Background: an optimization exercise with open tools, aiming at small area, a short achievable clock period and few clock cycles. Do not read the settings as production practice.
RTL that was checked went through simulation tests only; none was proved equivalent to the original.
No activity file was given, so power comes from the tool's default toggle rates.

exp/harbor:
## script_lexer_tokenizer_unit
module script_lexer_tokenizer_unit (
    input  logic        i_clk,
    input  logic        i_rst_n,
    input  logic        i_byte_valid,
    output logic        o_byte_ready,
    input  logic [7:0]  i_byte_ch,
    input  logic        i_byte_final,
    output logic        o_tok_valid,
    input  logic        i_tok_ready,
    output logic [5:0]  o_tok_kind,
    output logic [19:0] o_tok_start,
    output logic [19:0] o_tok_len,
    output logic [15:0] o_tok_line,
    output logic [15:0] o_tok_col,
    output logic [7:0]  o_tok_bad,
    output logic        o_tok_last
);
Size: roughly 1,200 cells after synthesis, ~150 flip-flops, about 100 I/O pins.
export LEC_CHECK = 0
export CAP_MARGIN = 20
export CORE_MARGIN = 2
export CORE_UTILIZATION = 40
export SLEW_MARGIN = 20
create_clock -name core_clock -period 11.0 [get_ports {i_clk}]
standard.sh (not shown) runs the stock make flow with config.mk's settings and CLKGATE_MAP_FILE= SYNTH_SCRIPT=/design/flow/synth_recipe.tcl, a recipe that flattens the netlist after the stock synthesis.
==> flow/flow/run.sh <==
#!/bin/bash
# Standard layout, with ORFS's timing repair asked to leave more setup slack
# than the clock needs (the clock, constraints and steps are unchanged).
set -euo pipefail
export SETUP_SLACK_MARGIN=6.5
bash standard.sh > standard_flow.log 2>&1
> inputs changed (exp/harbor -> exp/amber)
diff --git a/flow/flow/run.sh b/flow/flow/run.sh
--- a/flow/flow/run.sh
+++ b/flow/flow/run.sh
@@ -4,3 +4,3 @@
 set -euo pipefail
-export SETUP_SLACK_MARGIN=6.5
+export SETUP_SLACK_MARGIN=9
 bash standard.sh > standard_flow.log 2>&1
==> results.txt <==
Critical-path maximum fanout in exp/amber is 30 below exp/harbor. exp/amber ends up with a power that is about 30% higher than in exp/harbor. exp/harbor ended up with r_ch[0]$_DFFE_PN_ as its launch point of the worst path; exp/amber ended up with r_ch[7]$_DFFE_PN_. In the flow results for exp/harbor and exp/amber, the minimum clock period after layout is larger on exp/harbor. Worst setup slack improves in exp/amber relative to exp/harbor.
--- input diff exp/amber..exp/delta ---
diff --git a/flow/flow/run.sh b/flow/flow/run.sh
--- a/flow/flow/run.sh
+++ b/flow/flow/run.sh
@@ -4,3 +4,3 @@
 set -euo pipefail
-export SETUP_SLACK_MARGIN=9
+export SETUP_SLACK_MARGIN=7.5
 bash standard.sh > standard_flow.log 2>&1
==> results.txt <==
Total global routing overflow delta (exp/delta -> exp/amber): insignificant
Power dissipated in combinational cells: exp/delta < exp/amber
Going from exp/amber to exp/delta, number of global-route vias before repair now sits lower; count of clock-net buffers in the final layout down 2; switching power as a share of total power dropped 0.89 points.
In the flow results for exp/delta and exp/amber, the length of routed met3 wiring is smaller on exp/delta.
No run of this note included a check of the RTL's function; only the layout flow was run.


script_lexer_tokenizer_unit, a different RTL version from the one above (not shown whole).
Size in the first run: ~1300 cells after synthesis, ~140 flip-flops, ~100 I/O pins, ~0.0093 mm2 of cells after synthesis.
export LEC_CHECK = 0
export ABC_AREA = 1
export CAP_MARGIN = 20
export CORE_MARGIN = 2
export CORE_UTILIZATION = 40
export SLEW_MARGIN = 20
create_clock -name core_clock -period 11.0 [get_ports {i_clk}]
==> flow/flow/run.sh <==
#!/bin/bash
# Standard layout (the standard.sh: ORFS synthesis to finish, same clock and
# constraints), with these changes to how the layout is made:
#  - the port buffers that ORFS inserts are plain buffers (buf_1) rather than the
#    delay cell ORFS picks by default; every port still gets its own buffer;
#  - ORFS's timing repair aims for more setup slack than the clock needs;
#  - clock tree: clkbuf_8 buffers, larger sink clusters, no dummy loads.
set -euo pipefail
export SETUP_SLACK_MARGIN=7.0
export BUFFER_PORTS_ARGS="-buffer_cell sky130_fd_sc_hd__buf_1"
export CTS_ARGS="-sink_clustering_enable -repair_clock_nets -buf_list sky130_fd_sc_hd__clkbuf_16 -sink_clustering_size 40 -sink_clustering_max_diameter 300 -dont_use_dummy_load"
bash standard.sh > standard_flow.log 2>&1
The starting point ran to the end with no violations.
Testbench counts at the start, summed over its fixed seeds: cycles 22,586.
Edit:
--- a/flow/flow/run.sh
+++ b/flow/flow/run.sh
@@ -7,6 +7,6 @@
 #  - clock tree: clkbuf_8 buffers, larger sink clusters, no dummy loads.
 set -euo pipefail
-export SETUP_SLACK_MARGIN=7.0
+export SETUP_SLACK_MARGIN=7.25
 export BUFFER_PORTS_ARGS="-buffer_cell sky130_fd_sc_hd__buf_1"
-export CTS_ARGS="-sink_clustering_enable -repair_clock_nets -buf_list sky130_fd_sc_hd__clkbuf_16 -sink_clustering_size 40 -sink_clustering_max_diameter 300 -dont_use_dummy_load"
+export CTS_ARGS="-sink_clustering_enable -repair_clock_nets -buf_list sky130_fd_sc_hd__clkbuf_8 -sink_clustering_size 30 -sink_clustering_max_diameter 100 -dont_use_dummy_load"
 bash standard.sh > standard_flow.log 2>&1
=> Worst setup slack gets better by 0.22 ns; count of clock-buffer cells in the layout does not change; final area barely changes.
Edit:
==> flow/flow/run.sh (replaced) <==
#!/bin/bash
# Standard layout (the standard.sh: ORFS synthesis to finish, same clock and
# constraints), with these changes to how the layout is made:
#  - after the floorplan step's own work, the combinational logic is re-mapped
#    for area by OpenROAD's restructure (flow/restructure.tcl), using the
#    platform library without its don't-use cells (flow/filter_lib.py);
#  - the port buffers that ORFS inserts are plain buffers (buf_1) rather than the
#    delay cell ORFS picks by default; every port still gets its own buffer;
#  - ORFS's timing repair aims for more setup slack than the clock needs;
#  - clock tree: clkbuf_8 buffers, larger sink clusters, no dummy loads.
set -euo pipefail
python3 flow/filter_lib.py "$FLOW_HOME/platforms/sky130hd/lib/sky130_fd_sc_hd__tt_025C_1v80.lib" \
  "$PWD/hd_nodontuse.lib" > filter_lib.log 2>&1
mkdir -p "$PWD/restructure_work"
export RESTRUCTURE_LIB="$PWD/hd_nodontuse.lib"
export RESTRUCTURE_WORK="$PWD/restructure_work"
export POST_FLOORPLAN_TCL="$PWD/flow/restructure.tcl"
export SETUP_SLACK_MARGIN=7.0
export BUFFER_PORTS_ARGS="-buffer_cell sky130_fd_sc_hd__buf_1"
export CTS_ARGS="-sink_clustering_enable -repair_clock_nets -buf_list sky130_fd_sc_hd__clkbuf_8 -sink_clustering_size 30 -sink_clustering_max_diameter 100 -dont_use_dummy_load"
bash standard.sh > standard_flow.log 2>&1
==> flow/flow/filter_lib.py (new file) <==
#!/usr/bin/env python3
# filter_lib.py IN OUT: copy a liberty file without the platform's don't-use cells
# (probe and lpflow cells), for the area restructuring step's ABC run.
import re, sys
src = open(sys.argv[1]).read()
out = []
pos = 0
pat = re.compile(r'\n(\s*)cell\s*\(\s*"?([\w]+)"?\s*\)\s*\{')
for m in pat.finditer(src):
    if m.start() < pos:
        continue
    name = m.group(2)
    if not (re.match(r'sky130_fd_sc_hd__(probe|probec)_p_8$', name) or
            name.startswith('sky130_fd_sc_hd__lpflow_')):
        continue
    # find the matching closing brace
    depth = 0
    i = m.end() - 1
    while True:
        ch = src[i]
        if ch == '{':
            depth += 1
        elif ch == '}':
            depth -= 1
            if depth == 0:
                break
        i += 1
    out.append(src[pos:m.start()])
    pos = i + 1
out.append(src[pos:])
open(sys.argv[2], 'w').write(''.join(out))
==> flow/flow/restructure.tcl (new file) <==
# POST_FLOORPLAN hook: area-oriented re-mapping of the combinational logic with
# OpenROAD's restructure (ABC). Registers are untouched.
restructure -target area \
  -abc_logfile $::env(LOG_DIR)/2_1_restructure_abc.log \
  -liberty_file $::env(RESTRUCTURE_LIB) \
  -tielo_port sky130_fd_sc_hd__conb_1/LO -tiehi_port sky130_fd_sc_hd__conb_1/HI \
  -work_dir $::env(RESTRUCTURE_WORK)
Result:
- maximum frequency goes down by 25%
- combinational power goes up by 9.5%
- via count goes down by 10%
- setup slack is worse by 1.2 ns
- critical path depth goes up by 21
- final area goes up by 1.5%
Edit:
==> flow/flow/run.sh (replaced) <==
#!/bin/bash
# Standard layout (the standard.sh: ORFS synthesis to finish, same clock and
# constraints), with these changes to how the layout is made:
#  - the port buffers that ORFS inserts are plain buffers (buf_1) rather than the
#    delay cell ORFS picks by default; every port still gets its own buffer;
#  - ORFS's timing repair aims for more setup slack than the clock needs;
#  - clock tree: clkbuf_8 buffers, larger sink clusters, no dummy loads.
set -euo pipefail
export SETUP_SLACK_MARGIN=7.4
export BUFFER_PORTS_ARGS="-buffer_cell sky130_fd_sc_hd__buf_1"
export CTS_ARGS="-sink_clustering_enable -repair_clock_nets -buf_list sky130_fd_sc_hd__clkbuf_8 -sink_clustering_size 30 -sink_clustering_max_diameter 100 -dont_use_dummy_load"
bash standard.sh > standard_flow.log 2>&1
removed: flow/flow/filter_lib.py
removed: flow/flow/restructure.tcl
Outcome: The new run went through all stages and came out clean; critical path depth decreases by 21; worst setup slack is better by 1.2 ns; wire length is higher by about 5.4%; sequential power grows by about 2%; cell area went up by about 0.8%.


Another version of the RTL of script_lexer_tokenizer_unit (not shown whole).
Size in the first run: roughly 1300 cells after synthesis, roughly 130 flip-flops, roughly 100 I/O pins, ~9000 µm² of cells after synthesis.
export LEC_CHECK = 0
export ABC_AREA = 1
export CAP_MARGIN = 20
export CORE_MARGIN = 2
export CORE_UTILIZATION = 40
export GPL_TIMING_DRIVEN = 0
export PLACE_DENSITY = 0.75
export SLEW_MARGIN = 20
create_clock -name core_clock -period 11.0 [get_ports {i_clk}]
==> flow/flow/run.sh <==
#!/bin/bash
# Standard layout (the standard.sh: ORFS synthesis to finish, same clock and
# constraints), with these changes to how the layout is made:
#  - the port buffers that ORFS inserts are plain buffers (buf_1) rather than the
#    delay cell ORFS picks by default; every port still gets its own buffer;
#  - ORFS's timing repair aims for more setup slack than the clock needs;
#  - clock tree: clkbuf_8 buffers, larger sink clusters, no dummy loads.
set -euo pipefail
export SETUP_SLACK_MARGIN=7.55
export BUFFER_PORTS_ARGS="-buffer_cell sky130_fd_sc_hd__buf_1"
export CTS_ARGS="-sink_clustering_enable -repair_clock_nets -buf_list sky130_fd_sc_hd__clkbuf_8 -sink_clustering_size 30 -sink_clustering_max_diameter 100 -dont_use_dummy_load"
bash standard.sh > standard_flow.log 2>&1
Testbench counts at the start, summed over its fixed seeds: cycles 22,580.
==> next run, changes <==
Settings changed: GPL_TIMING_DRIVEN 0 to default.
Outcome: The new run ran to the end with no violations. Sequential cell count stays the same. Core utilization stays flat. Synthesized cell count stays the same. Total power came out higher by 0.57%. Routed wire length goes up by 1.1%. Setup slack improves by 0.050 ns. Cell count hardly moves. Clock power is about the same.
==> next run, changes <==
--- a/flow/flow/run.sh
+++ b/flow/flow/run.sh
@@ -7,5 +7,5 @@
 #  - clock tree: clkbuf_8 buffers, larger sink clusters, no dummy loads.
 set -euo pipefail
-export SETUP_SLACK_MARGIN=7.55
+export SETUP_SLACK_MARGIN=7.62
 export BUFFER_PORTS_ARGS="-buffer_cell sky130_fd_sc_hd__buf_1"
 export CTS_ARGS="-sink_clustering_enable -repair_clock_nets -buf_list sky130_fd_sc_hd__clkbuf_8 -sink_clustering_size 30 -sink_clustering_max_diameter 100 -dont_use_dummy_load"
=>
- The new run completed without violations
- wire length goes up by about 2.7%
- setup slack improved by 0.0074 ns
- area after synthesis stays the same
==> next run, changes <==
--- a/flow/flow/run.sh
+++ b/flow/flow/run.sh
@@ -7,5 +7,5 @@
 #  - clock tree: clkbuf_8 buffers, larger sink clusters, no dummy loads.
 set -euo pipefail
-export SETUP_SLACK_MARGIN=7.62
+export SETUP_SLACK_MARGIN=7.25
 export BUFFER_PORTS_ARGS="-buffer_cell sky130_fd_sc_hd__buf_1"
 export CTS_ARGS="-sink_clustering_enable -repair_clock_nets -buf_list sky130_fd_sc_hd__clkbuf_8 -sink_clustering_size 30 -sink_clustering_max_diameter 100 -dont_use_dummy_load"
The changed run finished clean. Sequential share of layout area came out higher by 1.9 points. Clock-buffer cell count does not change. Cell area came out lower by 5.7%. Via count came out lower by 2.4%. First-iteration DRC count came out lower by 0.80%.

[afterwards: timing with drivers on the ports]
The flow's constraints put no driver on any port. The routed layouts listed below were extracted and timed again, unchanged, in two steps. Step 1 (the two cells are an assumption about what drives the block):
set clk [get_ports {i_clk}]
set_driving_cell -lib_cell sky130_fd_sc_hd__clkbuf_16 $clk
set_driving_cell -lib_cell sky130_fd_sc_hd__buf_2 [delete_from_list [all_inputs] $clk]
Step 2, shift: input delay + t, output delay - t, t = (earliest + latest rising clock arrival at the registers) / 2. This alone moves slack from input paths to output paths. a / b / c = ideal ports / drivers / drivers and shift; a / b = the first two.
run	t (ns)	setup slack, ns	hold slack, ns	worst register clock-pin slew, ns
exp/harbor	0.470	6.729 / 6.729 / 6.414	0.472 / 0.472 / 0.472	0.07 / 0.07
exp/amber	0.468	7.371 / 7.371 / 7.141	0.463 / 0.463 / 0.463	0.07 / 0.07
exp/delta	0.465	7.358 / 7.358 / 7.129	0.468 / 0.468 / 0.468	0.07 / 0.07
the first run of note 2	0.466	7.177 / 7.206 / 6.740	0.461 / 0.461 / 0.461	0.07 / 0.07
the second run of note 2	0.486	7.399 / 7.356 / 6.942	0.431 / 0.431 / 0.431	0.10 / 0.10
the third run of note 2	0.476	6.227 / 6.227 / 6.176	0.466 / 0.466 / 0.466	0.09 / 0.09
the fourth run of note 2	0.489	7.408 / 7.366 / 7.002	0.450 / 0.450 / 0.450	0.10 / 0.10
the first run of note 3	0.473	7.557 / 7.516 / 7.111	0.464 / 0.464 / 0.464	0.08 / 0.08
the second run of note 3	0.464	7.607 / 7.592 / 7.157	0.461 / 0.461 / 0.461	0.08 / 0.08
the third run of note 3	0.469	7.614 / 7.576 / 7.252	0.454 / 0.454 / 0.454	0.09 / 0.09
the fourth run of note 3	0.461	7.356 / 7.370 / 6.909	0.468 / 0.468 / 0.468	0.08 / 0.08
After both steps every run listed still meets setup and hold. For the second run of note 2, which loses most, drivers alone change the setup slack by -0.043 ns; drivers and shift together by -0.457 ns.
